This is an optimization exercise on Yosys and OpenROAD, whose aim is small area, a short achievable clock period and few clock cycles per item, not a production implementation.
In this exercise RTL edits were held to simulation tests only and were not proved equivalent to the original.
Power and IR drop assume default switching activity.

Setup of job 9349:
==> flow/design.v <==
module psa_cell (
  input  wire       clk,
  input  wire       rst_n,
  input  wire       ld,         
  input  wire [3:0] slv,
  input  wire [3:0] dlv,
  input  wire       slv_nz,
  input  wire       dlv_nz,
  input  wire       age,        
  input  wire       set_w,      
  input  wire       clr_w,      
  input  wire       set_ran,    
  output reg        w,
  output reg        ran,
  output reg        qnz,        
  output reg  [3:0] cur,
  output wire       riser,      
  output wire       dropper,    
  output wire       stayer      
);
  reg  [3:0] base;
  wire listed = w & qnz;
  assign riser   = listed & ~ran & ~(&cur);
  wire [3:0] gtb = cur & ~base;
  wire [3:0] eqb = ~(cur ^ base);
  wire cur_gt = gtb[3] | (eqb[3] & (gtb[2] | (eqb[2] & (gtb[1] | (eqb[1] & gtb[0])))));
  assign dropper = listed & ran & cur_gt;
  assign stayer  = listed & ~riser & ~dropper;
  wire up = age & riser;
  wire dn = age & dropper;
  wire [3:0] tg;
  assign tg[0] = up | dn;
  assign tg[1] = (up & cur[0]) | (dn & ~cur[0]);
  assign tg[2] = (up & cur[0] & cur[1]) | (dn & ~cur[0] & ~cur[1]);
  assign tg[3] = (up & cur[0] & cur[1] & cur[2]) | (dn & ~cur[0] & ~cur[1] & ~cur[2]);
  always @(posedge clk) begin
    if (!rst_n) begin
      w   <= 1'b0;
      ran <= 1'b0;
    end else begin
      if (set_w) w <= 1'b1;
      else if (clr_w) w <= 1'b0;
      if (set_ran) ran <= 1'b1;
      else if (age & listed & ran & ~dropper) ran <= 1'b0;
    end
    if (ld) begin
      base <= slv;
      cur  <= dlv;
      qnz  <= slv_nz & dlv_nz;
    end else begin
      cur  <= cur ^ tg;
    end
  end
endmodule
module psa_ctrl (
  input  wire        clk,
  input  wire        rst_n,
  input  wire        in_valid,
  output wire        in_stall,
  input  wire [15:0] in_data,
  output reg         out_valid,
  input  wire        out_stall,
  output wire [9:0]  out_data,
  output reg  [15:0] req,
  output wire        go,            
  output wire        done,          
  input  wire        hold,          
  input  wire [5:0]  run_fields,    
  input  wire [3:0]  result         
);
  reg       req_v;
  reg [3:0] res_r;
  assign go       = req_v & (~out_valid | ~out_stall);
  assign done     = go & ~hold;
  assign in_stall = req_v & ~done;
  assign out_data = {run_fields, res_r};
  always @(posedge clk) begin
    if (!rst_n) begin
      req_v     <= 1'b0;
      out_valid <= 1'b0;
    end else begin
      if (in_valid & ~in_stall) req_v <= 1'b1;
      else if (done) req_v <= 1'b0;
      if (done) out_valid <= 1'b1;
      else if (~out_stall) out_valid <= 1'b0;
    end
    if (in_valid & ~in_stall) req <= in_data;
    if (done) res_r <= result;
  end
endmodule
module priority_scheduler_with_aging_top (
  input  wire        clk,
  input  wire        rst_n,
  input  wire        in_valid,
  output wire        in_stall,
  input  wire [15:0] in_data,
  output wire        out_valid,
  input  wire        out_stall,
  output wire [9:0]  out_data
);
  localparam [1:0] OP_ADD = 2'd0, OP_REMOVE = 2'd1, OP_FINISH = 2'd2, OP_TICK = 2'd3;
  wire [15:0] req;
  wire        go, done;
  reg         pend;          
  reg  [15:0] b1_r;
  wire [3:0]  result;
  reg  [15:0] run;           
  reg  [3:0]  run_lv;        
  reg  [1:0]  tick;
  reg  [4:0]  run_id;
  integer k;
  always @(*) begin
    run_id = 5'd0;
    for (k = 0; k < 16; k = k + 1)
      run_id = run_id | ({5{run[k]}} & (k + 1));
  end
  psa_ctrl u_ctrl (
    .clk(clk), .rst_n(rst_n), .in_valid(in_valid), .in_stall(in_stall),
    .in_data(in_data), .out_valid(out_valid), .out_stall(out_stall),
    .out_data(out_data), .req(req), .go(go), .done(done), .hold(hold),
    .run_fields({|run, run_id}), .result(result)
  );
  wire [1:0] op  = req[15:14];
  wire [4:0] id  = req[13:9];
  wire [3:0] slv = req[8:5];
  wire [3:0] dlv = req[4:1];
  wire       rdy = req[0];
  wire [15:0] w, ran, qnz, riser, dropper, stayer;
  wire [3:0]  cur [0:15];
  wire        id_ok   = id[4] ? (id[3:0] == 4'd0) : (id[3:0] != 4'd0);
  wire [3:0]  idx     = id[3:0] - 4'd1;
  wire        is_add  = (op == OP_ADD);
  wire        is_rm   = (op == OP_REMOVE);
  wire        is_fin  = (op == OP_FINISH);
  wire        is_tck  = (op == OP_TICK);
  wire        aging   = is_tck & (tick == 2'd2);
  wire        aging_x = done & aging;
  wire        run_none = ~(|run);
  reg  [15:0] sel;
  always @(*)
    for (k = 0; k < 16; k = k + 1)
      sel[k] = id_ok & (idx == k);
  always @(*) begin
    run_lv = 4'd0;
    for (k = 0; k < 16; k = k + 1)
      run_lv = run_lv | ({4{run[k]}} & cur[k]);
  end
  reg  [3:0]  id_cur;
  always @(*) begin
    id_cur = 4'd0;
    for (k = 0; k < 16; k = k + 1)
      id_cur = id_cur | ({4{sel[k]}} & cur[k]);
  end
  wire        id_w   = |(w & sel);
  wire add_ok   = is_add & id_ok & rdy & ~(|(run & sel));
  wire add_pre  = add_ok & ~run_none & (slv != 4'd0) & (dlv > run_lv);
  wire add_run  = add_ok & (run_none | add_pre);
  wire add_wait = add_ok & ~add_run;
  wire rm_ok    = is_rm & id_ok & id_w & (id_cur == dlv);
  reg  [15:0] q3, q2, q1, q0;
  reg  [3:0]  qmax;
  reg  [15:0] top, eh, h3, h2, h1, h0, l3, l2, l1, l0;
  always @(*) begin
    for (k = 0; k < 16; k = k + 1) begin
      q3[k] = qnz[k] & cur[k][3];
      q2[k] = qnz[k] & cur[k][2];
      q1[k] = qnz[k] & cur[k][1];
      q0[k] = qnz[k] & cur[k][0];
    end
    h3 = w & q3 & q2;
    h2 = w & q3 & ~q2;
    h1 = w & ~q3 & q2;
    h0 = w & ~q3 & ~q2;
    qmax[3:2] = (|h3) ? 2'd3 : (|h2) ? 2'd2 : (|h1) ? 2'd1 : 2'd0;
    eh = (|h3) ? h3 : (|h2) ? h2 : (|h1) ? h1 : h0;
    l3 = eh & q1 & q0;
    l2 = eh & q1 & ~q0;
    l1 = eh & ~q1 & q0;
    l0 = eh & ~q1 & ~q0;
    qmax[1:0] = (|l3) ? 2'd3 : (|l2) ? 2'd2 : (|l1) ? 2'd1 : 2'd0;
    top = (|l3) ? l3 : (|l2) ? l2 : (|l1) ? l1 : l0;
  end
  wire [15:0] lv_eq = top & {16{qmax == run_lv}};
  wire [15:0] cand_age = riser & lv_eq;
  wire [15:0] cand = top & (is_fin ? 16'hffff : (riser & {16{qmax == run_lv}}));
  reg  [15:0] older [0:15];      
  reg  [15:0] xo;                
  wire [119:0] m;
  integer i, j;
  always @(*) begin
    for (i = 0; i < 16; i = i + 1)
      for (j = 0; j < 16; j = j + 1)
        if (i == j) older[i][j] = 1'b0;
        else if (i < j) older[i][j] = m[j*(j-1)/2 + i];
        else older[i][j] = ~m[i*(i-1)/2 + j];
    for (j = 0; j < 16; j = j + 1) begin
      xo[j] = 1'b0;
      for (i = 0; i < 16; i = i + 1)
        xo[j] = xo[j] | (cand[i] & older[i][j]);
    end
  end
  wire [15:0] pick = cand & ~xo;
  wire age_pre = aging & (|cand_age);
  wire pre_any = add_pre | age_pre;
  wire need2 = aging & (|stayer) & ((|dropper) | (|cand_age));
  wire hold  = pend & ~(is_rm | (is_tck & ~aging));
  wire [15:0] picked  = pick & {16{done & (is_fin | aging)}};
  wire [15:0] set_ran = (sel & {16{done & add_run}}) | picked;
  wire [15:0] clr_w   = set_ran | (sel & {16{done & rm_ok}});
  wire [15:0] set_w   = (sel & {16{done & add_wait}}) | (run & {16{done & pre_any}});
  wire [15:0] ld      = sel & {16{done & add_ok}};
  genvar g;
  generate
    for (g = 0; g < 16; g = g + 1) begin : g_cell
      psa_cell u_cell (
        .clk(clk), .rst_n(rst_n), .ld(ld[g]), .slv(slv), .dlv(dlv),
        .slv_nz(slv != 4'd0), .dlv_nz(dlv != 4'd0), .age(aging_x),
        .set_w(set_w[g]), .clr_w(clr_w[g]), .set_ran(set_ran[g]),
        .w(w[g]), .ran(ran[g]), .qnz(qnz[g]), .cur(cur[g]),
        .riser(riser[g]), .dropper(dropper[g]), .stayer(stayer[g])
      );
    end
  endgenerate
  wire [15:0] b_add = (sel & {16{add_ok}}) | run;
  wire [15:0] b_age = (|stayer) ? stayer : (dropper | run);
  wire [15:0] b = pend ? ({16{go}} & b1_r) :
                  ({16{done}} & (is_add ? b_add : aging ? b_age : 16'd0));
  always @(posedge clk) begin
    if (!rst_n) pend <= 1'b0;
    else if (go) pend <= done & need2;
    if (done & need2) b1_r <= dropper | (stayer & lv_eq & xo) | run;
  end
  genvar gi, gj;
  generate
    for (gj = 1; gj < 16; gj = gj + 1) begin : g_row
      for (gi = 0; gi < gj; gi = gi + 1) begin : g_bit
        reg mb;
        always @(posedge clk) mb <= (mb & ~b[gi]) | (mb & b[gj]) | (~b[gi] & b[gj]);
        assign m[gj*(gj-1)/2 + gi] = mb;
      end
    end
  endgenerate
  wire [1:0] status = (is_add & ~add_ok) ? 2'd1 : (is_rm & ~rm_ok) ? 2'd2 : 2'd0;
  assign result = {status, pre_any, aging};
  always @(posedge clk) begin
    if (!rst_n) begin
      run  <= 16'd0;
      tick <= 2'd0;
    end else if (done) begin
      if (add_run) run <= sel;
      else if (is_fin | age_pre) run <= pick;
      if (is_tck) tick <= aging ? 2'd0 : tick + 2'd1;
    end
  end
endmodule
clock: 8.0 ns
lec_check: 0
abc_area: 1
cap_margin: 20
core_margin: 2
core_utilization: 30
cts_buf_list: sky130_fd_sc_hd__clkbuf_4 sky130_fd_sc_hd__clkbuf_8
setup_slack_margin: 3
slew_margin: 20
run.sh (not shown) runs the stock make flow with config.mk's settings and CLKGATE_MAP_FILE= SYNTH_SCRIPT=/design/flow/synth_recipe.tcl, a recipe that flattens the netlist after the stock synthesis.
Job 9349 did not stop at any stage, and its layout met the timing, design-rule and antenna checks.
Testbench counts of job 9349, summed over its fixed seeds: cycles 3,241, items 3,200.
--- input diff job 9349..job 7768 ---
- a deleted CTS_BUF_LIST that had been sky130_fd_sc_hd__clkbuf_4 sky130_fd_sc_hd__clkbuf_8
- a change of SETUP_SLACK_MARGIN from 3 to 4
Results
Wire length of the first global-routing pass (job 7768 vs. job 9349) increases by a few percent. Job 7768: total track usage higher than job 9349. [job 7768] via count rose 6.9% relative to job 9349. Per the comparison of job 7768 with job 9349, via count normalized by instance count saw an increase; area share of buffers outside the clock network grew by 5.2 points; fraction of power consumed by combinational cells went up 2.5 points. Transition time at the pin with the least slew margin: job 7768 < job 9349.
Input-level comparison between job 8150 and job 7768:
- CTS_CLUSTER_SIZE newly set to 16
- SETUP_SLACK_MARGIN changed from 4 to 3
- CTS_CLUSTER_DIAMETER newly set to 60
## What came out
When job 8150 is set beside job 7768, its post-route worst setup slack turns out to be 0.35 ns smaller. Looking at timing startpoint of the critical path, the g_cell[6].u_cell.cur[3] result is from job 8150; the g_cell[7].u_cell.qnz one comes from job 7768. Taking job 7768 as the reference, in job 8150 post-layout total power down about 6%, post-route standard cell area excluding fillers down 15%.
Here is what was changed in the inputs of job 8551 compared with job 8150.
- swapping 30 for 40 in CORE_UTILIZATION
- clearing CTS_CLUSTER_DIAMETER, which used to be 60
- clearing CTS_CLUSTER_SIZE, which used to be 16
Findings:
Summary of job 8551 over job 8150: ratio of cells with drive above 1 in the final layout went up by 2.5 points; core occupancy in the finished layout moved up.
Job 8551 vs job 8150: tightest hold margin up in job 8551

-- re-timing with driven ports --
Ports are ideal in the flow. The routed layouts listed here were re-timed in OpenROAD. Step 1, drivers: a clkbuf_16 drives clk and a buf_2 each remaining input, both assumed. Step 2 times the ports against the registers' clock, not the clock port: input delays grow and output delays shrink by t, the midpoint of the rising clock arrivals with the driver on. Slacks: no drivers / after step 1 / after step 2; pairs: no drivers / after step 1.
| run | shift t [ns] | slack for setup (ns) | worst setup path at the end | cell pins on the clock port's net |
|---|---|---|---|---|
| job 9349 | 0.739 | 2.994 / 2.994 / 2.994 | register to register | 1 |
| job 7768 | 0.668 | 3.403 / 3.403 / 3.403 | register to register | 1 |
| job 8150 | 0.657 | 3.058 / 3.058 / 3.058 | register to register | 1 |
| job 8551 | 0.667 | 2.926 / 2.926 / 2.926 | register to register | 1 |
After both steps setup and hold are still met in every run listed.
